What follows belongs to an exercise in optimizing a design on an open flow for small area, a short achievable clock period and few clock cycles per item; a production flow would make more cautious choices.
The RTL was checked by simulation tests, not by an equivalence proof against the original design.

Setup of old:
// ordered_set_engine
module ordered_set_engine #(
    parameter int CAPACITY  = 32,
    parameter int KEY_WIDTH = 16
) (
    input  logic                             i_clk,
    input  logic                             i_rst_n,
    input  logic                             i_in_valid,
    output logic                             o_in_stall,
    input  ose_pkg::t_cmd                    i_command,
    input  logic [31:0]                      i_key,
    output logic                             o_out_valid,
    input  logic                             i_out_stall,
    output ose_pkg::t_status                 o_status,
    output logic [31:0]                      o_value,
    output logic                             o_hit,
    output logic [$clog2(CAPACITY+1)-1:0]    o_count
);
    localparam int CNT_W = $clog2(CAPACITY + 1);
    logic                 r_q_valid, r_b_valid;
    ose_pkg::t_cmd        r_q_cmd, r_b_cmd;
    logic [KEY_WIDTH-1:0] r_q_key, r_b_key;
    logic [CNT_W-1:0]     r_count, n_count;
    logic [CAPACITY-1:0]  r_occ, n_occ;
    logic                 r_o_valid, r_s_valid, r_in_ready;
    ose_pkg::t_status     r_o_status, r_s_status, n_status;
    logic [KEY_WIDTH-1:0] r_o_value, r_s_value, n_value;
    logic                 r_o_hit, r_s_hit, n_hit;
    logic [CNT_W-1:0]     r_o_count, r_s_count;
    logic [KEY_WIDTH-1:0] w_key [CAPACITY];
    logic [CAPACITY-1:0]  w_lt, w_le, w_gt;
  ...
For scale: roughly 720 flip-flops, roughly 83 I/O pins.
export LEC_CHECK = 0
export CAP_MARGIN = 10
export CORE_MARGIN = 2
export CORE_UTILIZATION = 35
export GPL_ROUTABILITY_DRIVEN = 1
export PLACE_DENSITY = 0.5
export SLEW_MARGIN = 10
create_clock -name core_clock -period 12.0 [get_ports {i_clk}]
standard.sh (not shown) runs the stock make flow with config.mk's settings and CLKGATE_MAP_FILE= SYNTH_SCRIPT=/design/flow/synth_recipe.tcl, a recipe that flattens the netlist after the stock synthesis.
==> flow/flow/run.sh <==
#!/bin/bash
# Standard layout (standard.sh) with these changes:
#  - synthesis maps the logic with an area-oriented ABC script (flow/abc_area.script);
#    flow/synth_area.tcl is synth_recipe.tcl with only the ABC script swapped;
#  - timing repair aims below the clock period (SETUP_SLACK_MARGIN), on all endpoints;
#  - placement density and clock tree settings as given below.
set -e
FL=$PWD/flow
export MY_ABC_SCRIPT=$FL/abc_area.script
bash standard.sh SYNTH_SCRIPT=$FL/synth_area.tcl SETUP_SLACK_MARGIN=8.4 TNS_END_PERCENT=100 SKIP_GATE_CLONING=1 CORE_UTILIZATION=35 PLACE_DENSITY=0.5 CTS_CLUSTER_SIZE=24 CTS_CLUSTER_DIAMETER=80 SLEW_MARGIN=10 CAP_MARGIN=10 "BUFFER_PORTS_ARGS=-buffer_cell sky130_fd_sc_hd__buf_2" finish > standard.log 2>&1
==> flow/flow/abc_area.script <==
strash
&get -n
&st
&dch -f
&nf -a -R 1000
&put
topo
stime -c
==> flow/flow/synth_area.tcl <==
proc synth {args} { yosys synth -nofsm -noshare {*}$args }
proc abc {args} {
  set i [lsearch -exact $args -script]
  if { $i >= 0 && [info exists ::env(MY_ABC_SCRIPT)] } { lset args [expr {$i+1}] $::env(MY_ABC_SCRIPT) }
  yosys abc {*}$args
}
source $::env(SCRIPTS_DIR)/synth.tcl
# left out here: clear keep_hierarchy, flatten, clean up, hide names made inside functions, write 1_2_yosys.v
Testbench counts of old, summed over its fixed seeds: cycles 12,018, ops 12,000.
The inputs of new differ from those of old as listed below.
Settings: CAP_MARGIN: 10 -> 20; SLEW_MARGIN: 10 -> 20.
diff --git a/flow/flow/run.sh b/flow/flow/run.sh
--- a/flow/flow/run.sh
+++ b/flow/flow/run.sh
@@ -9,2 +9,2 @@
 export MY_ABC_SCRIPT=$FL/abc_area.script
-bash standard.sh SYNTH_SCRIPT=$FL/synth_area.tcl SETUP_SLACK_MARGIN=8.4 TNS_END_PERCENT=100 SKIP_GATE_CLONING=1 CORE_UTILIZATION=35 PLACE_DENSITY=0.5 CTS_CLUSTER_SIZE=24 CTS_CLUSTER_DIAMETER=80 SLEW_MARGIN=10 CAP_MARGIN=10 "BUFFER_PORTS_ARGS=-buffer_cell sky130_fd_sc_hd__buf_2" finish > standard.log 2>&1
+bash standard.sh SYNTH_SCRIPT=$FL/synth_area.tcl SETUP_SLACK_MARGIN=8.4 TNS_END_PERCENT=20 SKIP_GATE_CLONING=1 CORE_UTILIZATION=35 PLACE_DENSITY=0.5 CTS_CLUSTER_SIZE=24 CTS_CLUSTER_DIAMETER=80 "BUFFER_PORTS_ARGS=-buffer_cell sky130_fd_sc_hd__buf_2" finish > standard.log 2>&1
[summary]
No stage failed in new, and the final checks on the layout all came back clean.
Total placed cells including tap cells across old and new: no real change.
Post-route cell area: new vs old, no meaningful difference
new vs old on number of buffers inserted during clock tree synthesis: new is the lower one.
Of old and new, the lower global-route wire length before repair belongs to old.

==> re-timing with driven ports <==
The flow's constraints put no driver on any port. The routed layouts listed below were extracted and timed again, unchanged, in two steps.
Step 1 (the two cells are an assumption about what drives the block):
set clk [get_ports {i_clk}]
set_driving_cell -lib_cell sky130_fd_sc_hd__clkbuf_16 $clk
set_driving_cell -lib_cell sky130_fd_sc_hd__buf_2 [delete_from_list [all_inputs] $clk]
Step 2 moves the port delays by t, midway between the first and last clock arrival at a register: inputs arrive t later, outputs are due t later. That takes back most of the time a late clock gives input paths.
a / b / c = no drivers / after step 1 / after step 2; a / b = the first two.
run	t (ns)	setup WS [ns]	worst register clock-pin slew, ns
old	0.765	8.236 / 8.236 / 7.936	0.11 / 0.11
new	0.770	8.159 / 8.159 / 8.159	0.11 / 0.11
After both steps every run listed still meets setup and hold. For old, which loses most, drivers alone change the setup slack by 0.000 ns; drivers and shift together by -0.300 ns.
